This is an optimization exercise on Yosys and OpenROAD, whose aim is small area, a short achievable clock period and few clock cycles per item, not a production implementation.
For this run, only the layout was checked, not whether the RTL still works.
Power figures rest on the tool's default switching activity, not on a simulated workload.

### flow/run.sh
#!/bin/bash
# synth_recipe.tcl (not shown) runs the flow's synth.tcl, then flattens the netlist and writes it again
# the make line also repeats each setting of config.mk as NAME=value (left out here)
make -C /OpenROAD-flow-scripts/flow DESIGN_CONFIG=/design/flow/config.mk WORK_HOME=/design/flow/orfs CLKGATE_MAP_FILE= SYNTH_SCRIPT=/design/flow/synth_recipe.tcl finish
### flow/config.mk
export PLATFORM = sky130hd
export DESIGN_NAME = checked_integer_fold_alu_core
export DESIGN_NICKNAME = checked_integer_fold_alu_core
export VERILOG_FILES = /design/flow/design.v
export SDC_FILE = /design/flow/constraint.sdc
export NUM_CORES = 4
export LEC_CHECK = 0
export CAP_MARGIN = 20
export CORE_MARGIN = 2
export CORE_UTILIZATION = 40
export SLEW_MARGIN = 20
### flow/constraint.sdc
create_clock -name core_clock -period 9.0 [get_ports {clk}]
set_input_delay 1.8000 -clock core_clock [delete_from_list [all_inputs] [get_ports {clk}]]
set_output_delay 1.8000 -clock core_clock [all_outputs]
set_load 0.01 [all_outputs]
### flow/design.v
`timescale 1ns / 1ps
package cifa_pkg;
  localparam int DataWidthDef = 64;
  localparam logic [2:0] CMD_ADD = 3'd0;
  localparam logic [2:0] CMD_SUB = 3'd1;
  localparam logic [2:0] CMD_MUL = 3'd2;
  localparam logic [2:0] CMD_DIV = 3'd3;
  localparam logic [2:0] CMD_MOD = 3'd4;
  localparam logic [2:0] CMD_POW = 3'd5;
  localparam logic [2:0] CMD_MIN = 3'd6;
  localparam logic [2:0] CMD_MAX = 3'd7;
  localparam logic [1:0] ST_OK     = 2'd0;
  localparam logic [1:0] ST_OVF    = 2'd1;
  localparam logic [1:0] ST_DIV0   = 2'd2;
  localparam logic [1:0] ST_NEGEXP = 2'd3;
endpackage
`timescale 1ns / 1ps
`timescale 1ns / 1ps
`timescale 1ns / 1ps
module checked_integer_fold_alu_core #(
  parameter int DATA_WIDTH = cifa_pkg::DataWidthDef
) (
  input  logic                         clk,
  input  logic                         rst_n,
  input  logic                         in_valid,
  output logic                         in_ready,
  input  logic [2:0]                   in_command,
  input  logic signed [DATA_WIDTH-1:0] in_operand,
  input  logic                         in_last,
  output logic                         out_valid,
  input  logic                         out_ready,
  output logic signed [DATA_WIDTH-1:0] out_value,
  output logic [1:0]                   out_status
);
  localparam logic [2:0] S_IDLE  = 3'd0;
  localparam logic [2:0] S_MSTEP = 3'd1;
  localparam logic [2:0] S_MCORR = 3'd2;
  localparam logic [2:0] S_DPREP = 3'd3;
  localparam logic [2:0] S_DSTEP = 3'd4;
  localparam logic [2:0] S_DFIX  = 3'd5;
  localparam logic [2:0] S_PSET  = 3'd6;
  function automatic logic [6:0] hibit(input logic [63:0] v);
    logic [31:0] n1;  logic [31:0] p1;
    logic [15:0] n2;  logic [31:0] p2;
    logic [7:0]  n3;  logic [23:0] p3;
    logic [3:0]  n4;  logic [15:0] p4;
    logic [1:0]  n5;  logic [9:0]  p5;
    logic        n6;  logic [5:0]  p6;
    for (int i = 0; i < 32; i++) begin
      n1[i] = v[2*i+1] | v[2*i];
      p1[i] = v[2*i+1];
    end
    for (int i = 0; i < 16; i++) begin
      n2[i] = n1[2*i+1] | n1[2*i];
      p2[2*i +: 2] = n1[2*i+1] ? {1'b1, p1[2*i+1]} : {1'b0, p1[2*i]};
    end
    for (int i = 0; i < 8; i++) begin
      n3[i] = n2[2*i+1] | n2[2*i];
      p3[3*i +: 3] = n2[2*i+1] ? {1'b1, p2[2*(2*i+1) +: 2]} : {1'b0, p2[2*(2*i) +: 2]};
    end
    for (int i = 0; i < 4; i++) begin
      n4[i] = n3[2*i+1] | n3[2*i];
      p4[4*i +: 4] = n3[2*i+1] ? {1'b1, p3[3*(2*i+1) +: 3]} : {1'b0, p3[3*(2*i) +: 3]};
    end
    for (int i = 0; i < 2; i++) begin
      n5[i] = n4[2*i+1] | n4[2*i];
      p5[5*i +: 5] = n4[2*i+1] ? {1'b1, p4[4*(2*i+1) +: 4]} : {1'b0, p4[4*(2*i) +: 4]};
    end
    n6 = n5[1] | n5[0];
    p6 = n5[1] ? {1'b1, p5[9:5]} : {1'b0, p5[4:0]};
    hibit = {n6, p6};
  endfunction
  logic [63:0] xr;
  logic [2:0]  cmdr;
  logic        lastr, validr, badr, x0r, x1r;
  logic        nzx;       
  logic [5:0]  px, pxm1;  
  logic        ra, rb;
  logic [63:0] acc, pr;
  logic [1:0]  err;
  logic        open_r, ov;
  logic [2:0]  st;
  logic [5:0]  cnt, pcnt;
  logic        bitr, swap, sm, powm, modm, qneg;
  logic [63:0] acc_n, pr_n, xr_n;
  logic [1:0]  err_n;
  logic        open_n, ov_n;
  logic [2:0]  st_n;
  logic [5:0]  cnt_n, pcnt_n;
  logic        bitr_n, swap_n, sm_n, powm_n, modm_n, qneg_n;
  logic        done;      
  logic        nzx_n;
  logic [5:0]  px_n;
  assign in_ready = ra | (rb & out_ready);
  wire accept = in_valid & in_ready;
  wire stall  = ov & ~out_ready;
  wire go     = ~stall;
  wire sa = acc[63];
  wire sx = xr[63];
  wire [6:0] hba = hibit({1'b0, acc[62:0] ^ acc[63:1]});
  wire [6:0] hbi = hibit({1'b0, in_operand[62:0] ^ in_operand[63:1]});
  wire       nza = hba[6];
  wire [5:0] pa  = hba[5:0];
  wire       a_lt_x   = pa < px;
  wire       a_lt_xm1 = (px != 6'd0) && (pa < pxm1);
  wire       shorter  = nzx && (!nza || a_lt_x);
  wire       quick    = (!nza && !sa) || (nzx && (sa ? (!nza ? (px != 6'd0) : a_lt_xm1) : shorter));
  logic [1:0]  asel;      
  logic [1:0]  bsel;      
  logic        binv, cin, abit;
  logic [65:0] aop;
  logic [63:0] bsrc;
  always_comb begin
    case (asel)
      2'd0: aop = '0;
      2'd1: aop = {{2{acc[63]}}, acc};
      2'd2: aop = {pr[63], pr, abit};
      default: aop = {{2{pr[63]}}, pr};
    endcase
    case (bsel)
      2'd0: bsrc = '0;
      2'd1: bsrc = xr;
      2'd2: bsrc = acc;
      default: bsrc = pr;
    endcase
  end
  wire [63:0] bx  = bsrc ^ {64{binv}};
  wire [65:0] sum = aop + {{2{bx[63]}}, bx} + {65'd0, cin};
  wire        ovf = !((sum[65:63] == 3'b000) || ((sum[65:63] == 3'b111) && (sum[62:0] != '0)));
  wire        neg = sum[65];
  wire [63:0] bword = (swap || st == S_DPREP || st == S_DSTEP) ? acc : xr;
  wire [5:0]  cntm1 = cnt - 6'd1;
  wire        bnext = bword[cntm1] ^ sm;
  always_comb begin
    asel = 2'd0;
    bsel = 2'd0;
    binv = 1'b0;
    cin  = 1'b0;
    abit = 1'b0;
    case (st)
      S_IDLE: begin
        if (!open_r) begin
          bsel = 2'd1;
          binv = lastr && (cmdr == cifa_pkg::CMD_SUB);
          cin  = binv;
        end else begin
          case (cmdr)
            cifa_pkg::CMD_ADD, cifa_pkg::CMD_SUB: begin
              asel = 2'd1;
              bsel = 2'd1;
              binv = cmdr[0];
              cin  = cmdr[0];
            end
            cifa_pkg::CMD_MIN, cifa_pkg::CMD_MAX: begin
              asel = 2'd1;
              bsel = 2'd1;
              binv = 1'b1;
              cin  = 1'b1;
            end
            cifa_pkg::CMD_DIV, cifa_pkg::CMD_MOD: begin
              bsel = 2'd2;
              binv = 1'b1;
              cin  = 1'b1;
            end
            default: begin
              cin  = 1'b1;
            end
          endcase
        end
      end
      S_MSTEP: begin
        asel = 2'd2;
        bsel = bitr ? (swap ? 2'd1 : 2'd2) : 2'd0;
        binv = bitr & sm;
        cin  = bitr & sm;
      end
      S_MCORR: begin
        asel = 2'd3;
        bsel = swap ? 2'd1 : 2'd2;
        binv = 1'b1;
        cin  = 1'b1;
      end
      S_DSTEP: begin
        asel = 2'd2;
        abit = bitr;
        bsel = 2'd1;
        binv = !sx;
        cin  = !sx;
      end
      S_DFIX: begin
        bsel = modm ? 2'd3 : 2'd2;
        binv = qneg;
        cin  = qneg;
      end
      default: ;
    endcase
  end
  always_comb begin
    acc_n  = acc;
    pr_n   = pr;
    xr_n   = xr;
    err_n  = err;
    open_n = open_r;
    st_n   = st;
    cnt_n  = cnt;
    pcnt_n = pcnt;
    bitr_n = bitr;
    swap_n = swap;
    sm_n   = sm;
    powm_n = powm;
    modm_n = modm;
    qneg_n = qneg;
    nzx_n  = nzx;
    px_n   = px;
    done   = 1'b0;
    if (go) begin
      case (st)
        S_IDLE: if (validr) begin
          if (!open_r) begin
            acc_n  = sum[63:0];
            err_n  = badr ? cifa_pkg::ST_OVF : cifa_pkg::ST_OK;
            open_n = 1'b1;
            done   = 1'b1;
          end else if (err != cifa_pkg::ST_OK) begin
            done = 1'b1;
          end else if (badr) begin
            err_n = cifa_pkg::ST_OVF;
            done  = 1'b1;
          end else begin
            case (cmdr)
              cifa_pkg::CMD_ADD, cifa_pkg::CMD_SUB: begin
                acc_n = sum[63:0];
                if (ovf) err_n = cifa_pkg::ST_OVF;
                done  = 1'b1;
              end
              cifa_pkg::CMD_MIN, cifa_pkg::CMD_MAX: begin
                if (neg == cmdr[0]) acc_n = xr;
                done = 1'b1;
              end
              cifa_pkg::CMD_DIV, cifa_pkg::CMD_MOD: begin
                modm_n = cmdr[2];
                qneg_n = cmdr[2] ? sa : (sa ^ sx);
                if (x0r) begin
                  err_n = cifa_pkg::ST_DIV0;
                  done  = 1'b1;
                end else if (quick) begin
                  if (!cmdr[2]) acc_n = '0;
                  done = 1'b1;
                end else if (sa) begin
                  acc_n = sum[63:0];
                  st_n  = S_DPREP;
                end else begin
                  cnt_n  = pa;
                  bitr_n = 1'b1;
                  pr_n   = '0;
                  swap_n = 1'b0;
                  sm_n   = 1'b0;
                  st_n   = S_DSTEP;
                end
              end
              cifa_pkg::CMD_MUL: begin
                powm_n = 1'b0;
                pr_n   = '0;
                st_n   = S_MSTEP;
                swap_n = shorter;
                sm_n   = shorter ? sa : sx;
                cnt_n  = shorter ? pa : px;
                bitr_n = shorter ? nza : nzx;
              end
              default: begin   
                if (sx) begin
                  err_n = cifa_pkg::ST_NEGEXP;
                  done  = 1'b1;
                end else if (x0r) begin
                  acc_n = sum[63:0];
                  done  = 1'b1;
                end else if (x1r) begin
                  done = 1'b1;
                end else if (acc[63:1] == '0) begin
                  done = 1'b1;
                end else if (acc == '1) begin
                  if (!xr[0]) acc_n = sum[63:0];
                  done = 1'b1;
                end else if (xr[62:6] != '0) begin
                  err_n = cifa_pkg::ST_OVF;
                  done  = 1'b1;
                end else begin
                  px_n = pa;
                  st_n = S_PSET;
                end
              end
            endcase
          end
        end
        S_MSTEP: begin
          pr_n = sum[63:0];
          if (ovf) begin
            err_n = cifa_pkg::ST_OVF;
            st_n  = S_IDLE;
            done  = 1'b1;
          end else if (cnt != 6'd0) begin
            cnt_n  = cntm1;
            bitr_n = bnext;
          end else if (sm) begin
            st_n = S_MCORR;
          end else begin
            acc_n = sum[63:0];
            if (powm && pcnt != 6'd0) begin
              pcnt_n = pcnt - 6'd1;
              pr_n   = '0;
              cnt_n  = px;
              bitr_n = 1'b1;
            end else begin
              st_n = S_IDLE;
              done = 1'b1;
            end
          end
        end
        S_MCORR: begin
          acc_n = sum[63:0];
          if (ovf) begin
            err_n = cifa_pkg::ST_OVF;
            st_n  = S_IDLE;
            done  = 1'b1;
          end else if (powm && pcnt != 6'd0) begin
            pcnt_n = pcnt - 6'd1;
            pr_n   = '0;
            cnt_n  = px;
            bitr_n = 1'b1;
            st_n   = S_MSTEP;
          end else begin
            st_n = S_IDLE;
            done = 1'b1;
          end
        end
        S_PSET: begin
          if (px * xr[5:0] >= 12'd63) begin
            err_n = cifa_pkg::ST_OVF;
            st_n  = S_IDLE;
            done  = 1'b1;
          end else begin
            xr_n   = acc;
            pcnt_n = xr[5:0] - 6'd2;
            powm_n = 1'b1;
            swap_n = 1'b0;
            sm_n   = sa;
            cnt_n  = px;
            bitr_n = 1'b1;
            pr_n   = '0;
            st_n   = S_MSTEP;
          end
        end
        S_DPREP: begin
          cnt_n  = pa;
          bitr_n = 1'b1;
          pr_n   = '0;
          swap_n = 1'b0;
          sm_n   = 1'b0;
          st_n   = S_DSTEP;
        end
        S_DSTEP: begin
          pr_n = neg ? aop[63:0] : sum[63:0];
          for (int j = 0; j < 64; j++) begin
            if (cnt == 6'(j)) acc_n[j] = !neg;
          end
          if (cnt != 6'd0) begin
            cnt_n  = cntm1;
            bitr_n = bnext;
          end else if (modm || qneg) begin
            st_n = S_DFIX;
          end else begin
            st_n = S_IDLE;
            done = 1'b1;
          end
        end
        S_DFIX: begin
          acc_n = sum[63:0];
          st_n  = S_IDLE;
          done  = 1'b1;
        end
        default: begin
          st_n = S_IDLE;
        end
      endcase
    end
    if (done && lastr) open_n = 1'b0;
    if (accept) begin
      xr_n   = in_operand;
      nzx_n  = hbi[6];
      px_n   = hbi[5:0];
    end
  end
  wire consumed = validr & done;
  wire valid_n  = accept | (validr & ~consumed);
  assign ov_n   = (ov & ~out_ready) | (consumed & lastr);
  wire in_easy = (in_command == cifa_pkg::CMD_ADD) || (in_command == cifa_pkg::CMD_SUB)
                 || (in_command == cifa_pkg::CMD_MIN) || (in_command == cifa_pkg::CMD_MAX);
  wire in_mid0 = (in_operand[62:1] == '0);
  wire in_zero = in_mid0 && !in_operand[63] && !in_operand[0];
  wire in_one  = in_mid0 && !in_operand[63] && in_operand[0];
  wire in_bad  = in_mid0 && in_operand[63] && !in_operand[0];
  wire in_quick = in_easy || in_bad
                  || (((in_command == cifa_pkg::CMD_DIV) || (in_command == cifa_pkg::CMD_MOD)) && in_zero)
                  || ((in_command == cifa_pkg::CMD_POW) && (in_operand[63] || in_zero || in_one));
  logic comp_n;
  always_comb begin
    if (accept) begin
      comp_n = !open_n || (err_n != cifa_pkg::ST_OK) || in_quick;
    end else begin
      case (st_n)
        S_MSTEP: comp_n = (cnt_n == 6'd0) && !sm_n && !(powm_n && pcnt_n != 6'd0);
        S_MCORR: comp_n = !(powm_n && pcnt_n != 6'd0);
        S_DSTEP: comp_n = (cnt_n == 6'd0) && !modm_n && !qneg_n;
        S_DFIX:  comp_n = 1'b1;
        S_DPREP: comp_n = 1'b0;
        S_PSET:  comp_n = 1'b0;
        default: comp_n = rb;
      endcase
    end
  end
  always_ff @(posedge clk) begin
    if (!rst_n) begin
      validr <= 1'b0;
      ra     <= 1'b1;
      rb     <= 1'b0;
      st     <= S_IDLE;
      open_r <= 1'b0;
      ov     <= 1'b0;
      err    <= cifa_pkg::ST_OK;
    end else begin
      validr <= valid_n;
      ra     <= !valid_n || (comp_n && !ov_n);
      rb     <= valid_n && comp_n;
      st     <= st_n;
      open_r <= open_n;
      ov     <= ov_n;
      err    <= err_n;
    end
  end
  always_ff @(posedge clk) begin
    if (accept) begin
      cmdr  <= in_command;
      lastr <= in_last;
      badr  <= in_bad;
      x0r   <= in_zero;
      x1r   <= in_one;
    end
    xr   <= xr_n;
    nzx  <= nzx_n;
    px   <= px_n;
    pxm1 <= px_n - 6'd1;
    acc  <= acc_n;
    pr   <= pr_n;
    cnt  <= cnt_n;
    pcnt <= pcnt_n;
    bitr <= bitr_n;
    swap <= swap_n;
    sm   <= sm_n;
    powm <= powm_n;
    modm <= modm_n;
    qneg <= qneg_n;
  end
  assign out_valid  = ov;
  assign out_value  = (err == cifa_pkg::ST_OK) ? acc : '0;
  assign out_status = err;
endmodule
==> impl_metrics.tcl <==
set metrics [dict create \
    dp.cells 4306 \
    fin_tns_setup_ns 0 \
    vdd_drop_max_mv 0.164 \
    finalNonFillerCells 4362 \
    max_freq_mhz 117 \
    power_w 0.00890 \
    grt.overflow.total 0 \
    synth_warnings 1 \
    synth-edff-count 202 \
    cts_made_buffers 30 \
    p_comb_share_pct 63.6 \
    crit_arrival_ns 9.05 \
    die_width_um 262 \
    vias_per_cell 6.58 \
    slew_viol_final 0 \
    via_count 28700 \
    core_region_area_mm2 0.0660 \
    clk_path_buf_depth 3 \
    io_pins 140 \
    avgSynthCellArea_um2 7.74 \
    ant_nets 0 \
    drive_above_1_share_pct 5.92 \
    wirelength_um 119000 \
    antenna_found_initial 6 \
    crit_path_top_delay_cell "dfxtp_1" \
    crit_fanout 63 \
    drc_errors 0 \
    syn_nets 3743 \
    max_stage_delay_ns 0.70 \
    syn_inst 3454 \
    pwr-share-seq_pct 22.5 \
    drt_iter0_drc 3728 \
    finalWorstSetupSlack_ns 0.430 \
    cts_root_buf "clkbuf_16" \
    clock_latency_ns 0.62 \
    hpwl_um 91400 \
    total_leakage_power_nw 12.0 \
    netSwitchingPower_w 0.00455 \
    p_sw_share_pct 51.1 \
    dieArea_mm2 0.0689 \
    cts_tree "built" \
    gp_congestion 0.997 \
    cts_max_level 1 \
    area_delta_synth_final_pct 12.4 \
    crit_chain "nor2b_1 > nand2_2 > o22ai_1 > o21bai_4 > and2_2 > buf_12 > a21oi_1 > xnor2_1 > ha_1 > a21oi_1 > o21ai_1 > a211oi_1 > xnor2_1 > a2111oi_0 > nand4b_1 > nor4_1 > nand4b_1 > nor4_2 > and2b_1 > a21oi_2 > a31oi_1 > or2_2 > buf_12 > a22o_1" \
    final_cell_mix "nand2_1 (421), nor2_1 (379), a21oi_1 (371)" \
    status "no timing/DRC/antenna violations" \
    p_per_area_mw_per_mm2 296 \
    startpoint_type "flop" \
    reg2regPathDepth 24 \
    tightest_slew_ns 1.19 \
    finalSetupViolCount 0 \
    final_util_pct 45.5 \
    port_buffers 139 \
    ys_seq_area_share_pct 25.6 \
    finalCriticalPeriod_ns 8.57 \
    fp.dieH_um 262 \
    critPathKind "reg -> reg" \
    hold_violations 0 \
    p_int_w 0.00435 \
    cp.required_ns 9.48 \
    ys.flop_type "edfxtp_1" \
    cp-end-kind "flop" \
    clk_pin_slew_ns 0.06 \
    grt_max_degree 117 \
    row_count 94 \
    skew_ns 0.0297 \
    initial_core_util_pct 40.5 \
    rsz0062_at_grt "false" \
    wire_per_inst_um 27.3 \
    cts_hold_buf 0 \
    maxCapViolCount 0 \
    pre_cts_ws_ns 0.625 \
    hold_path_class "reg -> reg" \
    synth.distinct_cells 94 \
    layout_commonest_cell "nand2_1" \
    min_period_over_period_pct 95.2 \
    p_clk_share_pct 14.0 \
    synthArstFlopShare_pct 0 \
    dr.pass1.iters 8 \
    first_global_vias 27000 \
    grt_use_total_pct 33.2 \
    grt_pass1_wl_um 175000 \
    nNetsFinal 3763 \
    syn_area_mm2 0.0267 \
    relSlewSlack_pct 19.7 \
    cts.sinks 240 \
    hold_depth 2 \
    synth-seq-cells 240 \
]
-- final cells by class --
type                       count  area, um2
clock inverter                15        121
clock buffer                  40        841
sequential                   240       6830
inverter                     224        842
fill                        6696      35900
timing repair buffer         203       1960
multi-input combinational   2775      18400
tap                          864       1080
antenna                        1       2.50
-- metal layers --
layer  share of wire (%)  vias to the layer above  GRT usage (%)
met5                   0                        -              0
met1                  38                    13700           41.4
met3                 9.0                      404           5.74
met2                  46                     1770           54.7
li1                    -                    12800              -
met4                 6.4                        0           18.1
-- power groups by stage --
stage	combinational, W	sequential (W)	clock (W)
global placement	0.00546	0.00200	0
finish	0.00566	0.00200	0.00124
floorplan	0.00369	0.00172	0
global route	0.00606	0.00200	0.00128
CTS	0.00549	0.00198	0.00124
detailed placement	0.00546	0.00200	0
-- metrics by stage --
step | cell area (um2) | hold WS [ns]
2_1_floorplan | 26700 | 0.478
3_3_place_gp | 29000 | 0.516
3_5_place_dp | 29100 | 0.519
4_1_cts | 30000 | 0.526
5_1_grt | 30000 | 0.550
6_report | 30000 | 0.534
-- synthesized netlist by cell type (8+ instances only) --
master       n  area, um2
xnor2_1    103        902
mux4_2      40        901
o31ai_1     11       82.6
nor4_1      53        332
nand3_1     57        285
nand2_1    424       1590
edfxtp_1   202       6070
nor2_1     382       1430
xor2_1      63        552
nor3_1     130        651
nand3b_1     8       60.1
a31oi_1     26        163
o21a_1      13       97.6
fa_1        19        380
o22ai_1     10       62.6
inv_1      223        837
dfxtp_1     38        761
nand2b_1    13       81.3
a2111oi_0   12        105
a221oi_1    77        674
a21o_1      35        263
and3_1      17        106
a21oi_1    373       1870
or3_1       10       62.6
a22o_1      59        517
o221ai_1     8       70.1
buf_2       13       65.1
or4_1       16        120
o21ai_0    207       1040
nor2b_1     25        156
clkbuf_1   171        642
a211o_1     12        105
ha_1       198       2480
o21ai_1     18       90.1
and2_1      35        219
nand4_1     59        369
o211ai_1    24        180
a221o_1     62        621
o21bai_1    17        128
a211oi_1    19        143
mux2i_1     11        110
buf_1       28        105
a21boi_0    10       75.1
-- registers in the layout, indices dropped and copies added, names as in the netlist, 2 cells and up --
name,cells
acc,64
cmdr,3
cnt,6
err,2
pcnt,6
pr,64
px,6
pxm1,6
st,3
xr,64
-- critical path: cells and delay by family, from the launching register on --
family | cells | cell delay [ns]
AO/OA/AOI/OAI | 10 | 3.33
AND/OR/NAND/NOR | 9 | 2.95
flip-flops | 1 | 0.70
buffers and inverters | 2 | 0.57
XOR/XNOR | 2 | 0.40
adder cells (fa/ha/maj) | 1 | 0.39
-- repair_timing --
action                     CTS  global route
setup buffers                0             0
resized for setup            0             1
setup endpoints to repair    0            47
-- logic make-up (layout without fill, tap and decap cells) --
logic type	Yosys count	after routing	share of synthesized area, %
XOR/XNOR	166	166	5.44
AO/OA/AOI/OAI	1070	1070	26.3
other	0	1	0
flip-flops	240	240	25.6
adder cells (fa/ha/maj)	217	217	10.7
AND/OR/NAND/NOR	1269	1269	21.8
buffers and inverters	439	482	6.31
multiplexers	53	53	3.87
-- worst paths after layout --
| path | start | endpoint | slack, ns |
|---|---|---|---|
| max | st[1]$_SDFF_PN0_ | pr[6]$_DFFE_PP_ | 0.43 |
| min reg2reg | pcnt[4]$_DFF_P_ | pcnt[4]$_DFF_P_ | 0.53 |
| min | pcnt[4]$_DFF_P_ | pcnt[4]$_DFF_P_ | 0.53 |
| max reg2reg | st[1]$_SDFF_PN0_ | pr[6]$_DFFE_PP_ | 0.43 |

-- what the ideal ports hide --
Ports are ideal in the flow. The routed layout listed here was re-timed in OpenROAD.
Step 1 sets driving cells, clkbuf_16 on the clock port and buf_2 on the other inputs (assumed; they add their load-dependent delay and slew).
Step 2 adds t to the input delays and takes it off the output delays; t is the mean of the earliest and latest rising clock arrival at the registers after step 1. Input paths then give back, and output paths get back, about the clock's delay inside the block.
a / b / c = no drivers / after step 1 / after step 2; a / b = the first two.
shift t [ns]: 0.669
setup slack, ns: 0.430 / 0.430 / 0.430
worst setup path after step 2: register to register
After both steps this run still meets setup and hold. For this run, drivers alone change the setup slack by 0.000 ns; drivers and shift together by 0.000 ns.
